From an optimization exercise on the open Yosys and OpenROAD flow, aimed at small area; shortcuts taken in it are not production practice. The RTL was checked by simulation tests, not by an equivalence proof against the original design. No activity file was given, so power comes from the tool's default toggle rates.

## box_overlay_top
module box_overlay_top #(
    parameter int H_ACTIVE  = 1280,
    parameter int H_FRONT   = 110,
    parameter int H_SYNC    = 40,
    parameter int H_BACK    = 220,
    parameter int V_ACTIVE  = 720,
    parameter int V_FRONT   = 5,
    parameter int V_SYNC    = 5,
    parameter int V_BACK    = 20,
    parameter int NUM_BOXES = 24
) (
    input  logic                 pix_clk,
    input  logic                 rst_n_i,
    input  logic                 rx_valid_i,    
    input  logic [7:0]           rx_byte_i,
    input  overlay_pkg::rgb565_t pix_rgb565_i,  
    output logic                 pix_req_o,
    output logic                 vs_o,
    output logic                 hs_o,
    output logic                 de_o,
    output logic [7:0]           r_o,
    output logic [7:0]           g_o,
    output logic [7:0]           b_o
);
    logic [11:0] k;
    logic        kwrap;
    logic [9:0]  u;
    logic        raster_de, raster_hs, raster_vs;
    logic        pend, land;
    logic [4:0]  spos;
    logic [41:0] st;
    logic        vx;
    logic        hit;
    logic        mark_hit, mark_de, mark_hs, mark_vs;
    video_timing i_video_timing (
        .pix_clk (pix_clk),
        .rst_n_i (rst_n_i),
        .k_o     (k),
        .kwrap_o (kwrap),
        .u_o     (u),
        .de_o    (raster_de),
        .hs_o    (raster_hs),
        .vs_o    (raster_vs)
    );
    assign pix_req_o = raster_de;
    box_loader #(.NUM_BOXES(NUM_BOXES)) i_box_loader (
        .pix_clk    (pix_clk),
        .rst_n_i    (rst_n_i),
        .rx_valid_i (rx_valid_i),
        .rx_byte_i  (rx_byte_i),
        .pend_o     (pend),
        .spos_o     (spos),
        .land_o     (land),
        .st_o       (st),
        .vx_o       (vx)
    );
    border_hit #(.NUM_BOXES(NUM_BOXES)) i_border_hit (
        .pix_clk  (pix_clk),
        .rst_n_i  (rst_n_i),
        .k_i      (k),
        .kwrap_i  (kwrap),
        .u_i      (u),
        .pend_i   (pend),
        .spos_i   (spos),
        .land_i   (land),
        .st_i     (st),
        .vx_i     (vx),
        .hit_o    (hit)
  ...
Size in the first run: about 1,200 flip-flops, ~55 I/O pins, roughly 34,000 um2 of cells after synthesis.
Settings: LEC_CHECK=0, ABC_AREA=1, CAP_MARGIN=20, CORE_MARGIN=2, CORE_UTILIZATION=70, CTS_BUF_LIST=sky130_fd_sc_hd__clkbuf_8, CTS_CLUSTER_DIAMETER=55, CTS_CLUSTER_SIZE=18, PLACE_DENSITY=0.78, SLEW_MARGIN=20; clock period 6.0 ns.
standard.sh (not shown) runs the stock make flow with config.mk's settings and CLKGATE_MAP_FILE= SYNTH_SCRIPT=/design/flow/synth_recipe.tcl, a recipe that flattens the netlist after the stock synthesis.
==> flow/flow/run.sh <==
#!/bin/bash
# The standard layout (standard.sh, with the standard flow's synthesis script), with
# three changes to how the layout is made:
#  - ABC maps the logic with the area script in flow/abc_area.script (more
#    optimisation, and ABC's area mapper; ABC_AREA=1 is set in config.mk),
#    and adders are left to ABC too instead of being mapped to adder cells
#    first (ADDER_MAP_FILE empty); both touch the combinational logic only,
#    so the registers are the same;
#  - the clock tree is built without dummy loads;
#  - the port buffers are sky130_fd_sc_hd__buf_1.
# The make output goes to flow.log here; each tool's log stays in orfs/logs.
set -euo pipefail
here=$(pwd)
rm -rf "$here/scripts"
cp -r "$FLOW_HOME/scripts" "$here/scripts"
cp "$here/flow/abc_area.script" "$here/scripts/abc_area.script"
export SCRIPTS_DIR="$here/scripts"
export ADDER_MAP_FILE=
export CTS_ARGS="-sink_clustering_enable -repair_clock_nets -dont_use_dummy_load -buf_list sky130_fd_sc_hd__clkbuf_8 -sink_clustering_size 20 -sink_clustering_max_diameter 45"
export BUFFER_PORTS_ARGS="-buffer_cell sky130_fd_sc_hd__buf_1"
bash standard.sh > flow.log 2>&1
==> flow/flow/abc_area.script <==
strash
dc2
dch -f
amap
mfs3 -ae
strash
dc2
dch -f
amap
mfs3 -ae
topo
The starting point passed the timing, design-rule and antenna checks.
Rerun with:
==> flow/flow/run.sh (replaced) <==
#!/bin/bash
# The standard layout (bash standard.sh, unchanged synthesis), with the clock
# tree built without dummy loads. The make output goes to flow.log here; the
# tools' own logs stay under orfs/logs.
set -euo pipefail
export CTS_ARGS="-sink_clustering_enable -repair_clock_nets -dont_use_dummy_load -buf_list sky130_fd_sc_hd__clkbuf_8 -sink_clustering_size 20 -sink_clustering_max_diameter 60"
bash standard.sh > flow.log 2>&1
ABC_AREA = default   (was 1)
CORE_UTILIZATION = 55   (was 70)
CTS_CLUSTER_DIAMETER = 50   (was 55)
CTS_CLUSTER_SIZE = 16   (was 18)
PLACE_DENSITY = default   (was 0.78)
removed: flow/flow/abc_area.script
Clock power shrinks by 5.7%.
First-iteration DRC count went up by about 15%.
Core utilization fell by 17 points.
Register-to-register slack improved by 980 ps.
Setup slack improves by 980 ps.
Rerun with:
==> flow/flow/run.sh (replaced) <==
#!/bin/bash
# The standard layout (standard.sh, with the standard flow's synthesis script), with
# three changes to how the layout is made:
#  - ABC maps the logic with the area script in flow/abc_area.script (more
#    optimisation rounds than ORFS's; ABC_AREA=1 is set in config.mk); it
#    runs on the combinational logic only, so the registers are the same;
#  - the clock tree is built without dummy loads;
#  - the port buffers are sky130_fd_sc_hd__buf_1.
# The make output goes to flow.log here; each tool's log stays in orfs/logs.
set -euo pipefail
here=$(pwd)
rm -rf "$here/scripts"
cp -r "$FLOW_HOME/scripts" "$here/scripts"
cp "$here/flow/abc_area.script" "$here/scripts/abc_area.script"
export SCRIPTS_DIR="$here/scripts"
export CTS_ARGS="-sink_clustering_enable -repair_clock_nets -dont_use_dummy_load -buf_list sky130_fd_sc_hd__clkbuf_8 -sink_clustering_size 18 -sink_clustering_max_diameter 55"
export BUFFER_PORTS_ARGS="-buffer_cell sky130_fd_sc_hd__buf_1"
bash standard.sh > flow.log 2>&1
==> flow/flow/abc_area.script (new file) <==
strash
dc2
&get -n
&st
&dch -f
&nf -R 1000
&put
mfs3 -ae
topo
stime -c
buffer -c
upsize -c
dnsize -c
ABC_AREA = 1   (was default)
CTS_CLUSTER_DIAMETER = 55   (was 50)
CTS_CLUSTER_SIZE = 18   (was 16)
Effect:
- area after synthesis falls by about 4.4%
- combinational power falls by 8.0%
- total power falls by 0.51%
- critical path depth is unchanged
- die area falls by about 4.4%
Rerun with:
--- a/flow/flow/run.sh
+++ b/flow/flow/run.sh
@@ -5,2 +5,4 @@
-#    optimisation rounds than ORFS's; ABC_AREA=1 is set in config.mk); it
-#    runs on the combinational logic only, so the registers are the same;
+#    optimisation, and ABC's area mapper; ABC_AREA=1 is set in config.mk),
+#    and adders are left to ABC too instead of being mapped to adder cells
+#    first (ADDER_MAP_FILE empty); both touch the combinational logic only,
+#    so the registers are the same;
@@ -15,0 +18 @@
+export ADDER_MAP_FILE=
==> flow/flow/abc_area.script (replaced) <==
strash
dc2
dch -f
amap
mfs3 -ae
strash
dc2
dch -f
amap
mfs3 -ae
topo
stime -c
buffer -c
upsize -c
dnsize -c
Effect: Fmax falls by 6.1%. Via count falls by 0.39%. Non-clock buffer count rises by 6.
Rerun with:
==> flow/flow/abc_area.script (replaced) <==
strash
dc2
dch -f
amap
mfs3 -ae
strash
dc2
dch -f
amap
mfs3 -ae
topo
CORE_UTILIZATION = 70   (was 55)
PLACE_DENSITY = 0.78   (was default)
Wire length falls by a few percent.
Worst setup slack got worse by 390 ps.
Sequential cell count stays the same.

========
Another version of the RTL of box_overlay_top (not shown whole).
For scale: ~2,900 cells after synthesis, ~1,300 flip-flops, roughly 55 I/O pins.
export LEC_CHECK = 0
export CAP_MARGIN = 20
export CORE_MARGIN = 2
export CORE_UTILIZATION = 55
export CTS_BUF_LIST = sky130_fd_sc_hd__clkbuf_8
export CTS_CLUSTER_DIAMETER = 50
export CTS_CLUSTER_SIZE = 16
export SLEW_MARGIN = 20
create_clock -name core_clock -period 6.0 [get_ports {pix_clk}]
==> flow/flow/run.sh <==
#!/bin/bash
# The standard layout (bash standard.sh, unchanged synthesis), with the clock
# tree built without dummy loads. The make output goes to flow.log here; the
# tools' own logs stay under orfs/logs.
set -euo pipefail
export CTS_ARGS="-sink_clustering_enable -repair_clock_nets -dont_use_dummy_load -buf_list sky130_fd_sc_hd__clkbuf_8 -sink_clustering_size 20 -sink_clustering_max_diameter 60"
bash standard.sh > flow.log 2>&1
The first run completed with no timing, DRC or antenna violations.
Then changed:
==> flow/flow/run.sh (replaced) <==
#!/bin/bash
# The standard layout (bash standard.sh, unchanged synthesis), with the clock
# tree built without dummy loads. The make output goes to flow.log here; the
# tools' own logs stay under orfs/logs.
set -euo pipefail
export CTS_ARGS="-sink_clustering_enable -repair_clock_nets -dont_use_dummy_load -buf_list sky130_fd_sc_hd__clkbuf_8 -sink_clustering_size 16 -sink_clustering_max_diameter 50"
bash standard.sh > flow.log 2>&1
The changed run went through all stages and came out clean.
Routed wire length went up by 0.47%.
Hold slack gets worse by 19 ps.
Non-clock buffer count stays the same.
Power rose by about 2.2%.
Final cell count grows by about 0.6%.
Then changed:
==> flow/run.sh (new file) <==
#!/bin/bash
# synth_recipe.tcl (not shown) runs the flow's synth.tcl, then flattens the netlist and writes it again
# the make line also repeats each setting of config.mk as NAME=value (left out here)
make -C /OpenROAD-flow-scripts/flow DESIGN_CONFIG=/design/flow/config.mk WORK_HOME=/design/flow/orfs CLKGATE_MAP_FILE= SYNTH_SCRIPT=/design/flow/synth_recipe.tcl finish
Settings changed: CTS_BUF_LIST sky130_fd_sc_hd__clkbuf_8 to sky130_fd_sc_hd__clkbuf_16, CTS_CLUSTER_DIAMETER 50 to 60, CTS_CLUSTER_SIZE 16 to 24.
removed: flow/flow/run.sh
removed: flow/standard.sh
The changed run ran to the end with no violations.
Synthesized area does not change.
Wire length hardly moves.
Clock-buffer cell count decreases by 30.

-- re-timing with driven ports --
The flow's constraints put no driver on any port. The routed layouts listed below were extracted and timed again, unchanged, in two steps. Step 1 assumes that a clkbuf_16 drives the clock port and a buf_2 every other input. Step 2 times the ports against the registers' clock, not the clock port: input delays grow and output delays shrink by t, the midpoint of the rising clock arrivals with the driver on. a / b / c = ideal / step 1 / step 2; a / b = the first two.
run | shift t [ns] | setup slack, ns | worst hold slack (ns)
the first run of note 1 | 0.724 | 0.748 / 0.748 / 0.748 | 0.256 / 0.256 / 0.256
the second run of note 1 | 0.729 | 1.732 / 1.732 / 1.732 | 0.293 / 0.293 / 0.293
the third run of note 1 | 0.734 | 1.367 / 1.367 / 1.367 | 0.275 / 0.275 / 0.275
the fourth run of note 1 | 0.710 | 1.064 / 1.064 / 1.064 | 0.291 / 0.291 / 0.291
the fifth run of note 1 | 0.708 | 0.678 / 0.678 / 0.678 | 0.292 / 0.292 / 0.292
the first run of note 2 | 0.733 | 1.356 / 1.356 / 1.356 | 0.283 / 0.283 / 0.283
the second run of note 2 | 0.739 | 1.338 / 1.338 / 1.338 | 0.264 / 0.264 / 0.264
the third run of note 2 | 0.689 | 1.413 / 1.413 / 1.413 | 0.320 / 0.320 / 0.320
After both steps setup and hold are still met in every run listed.
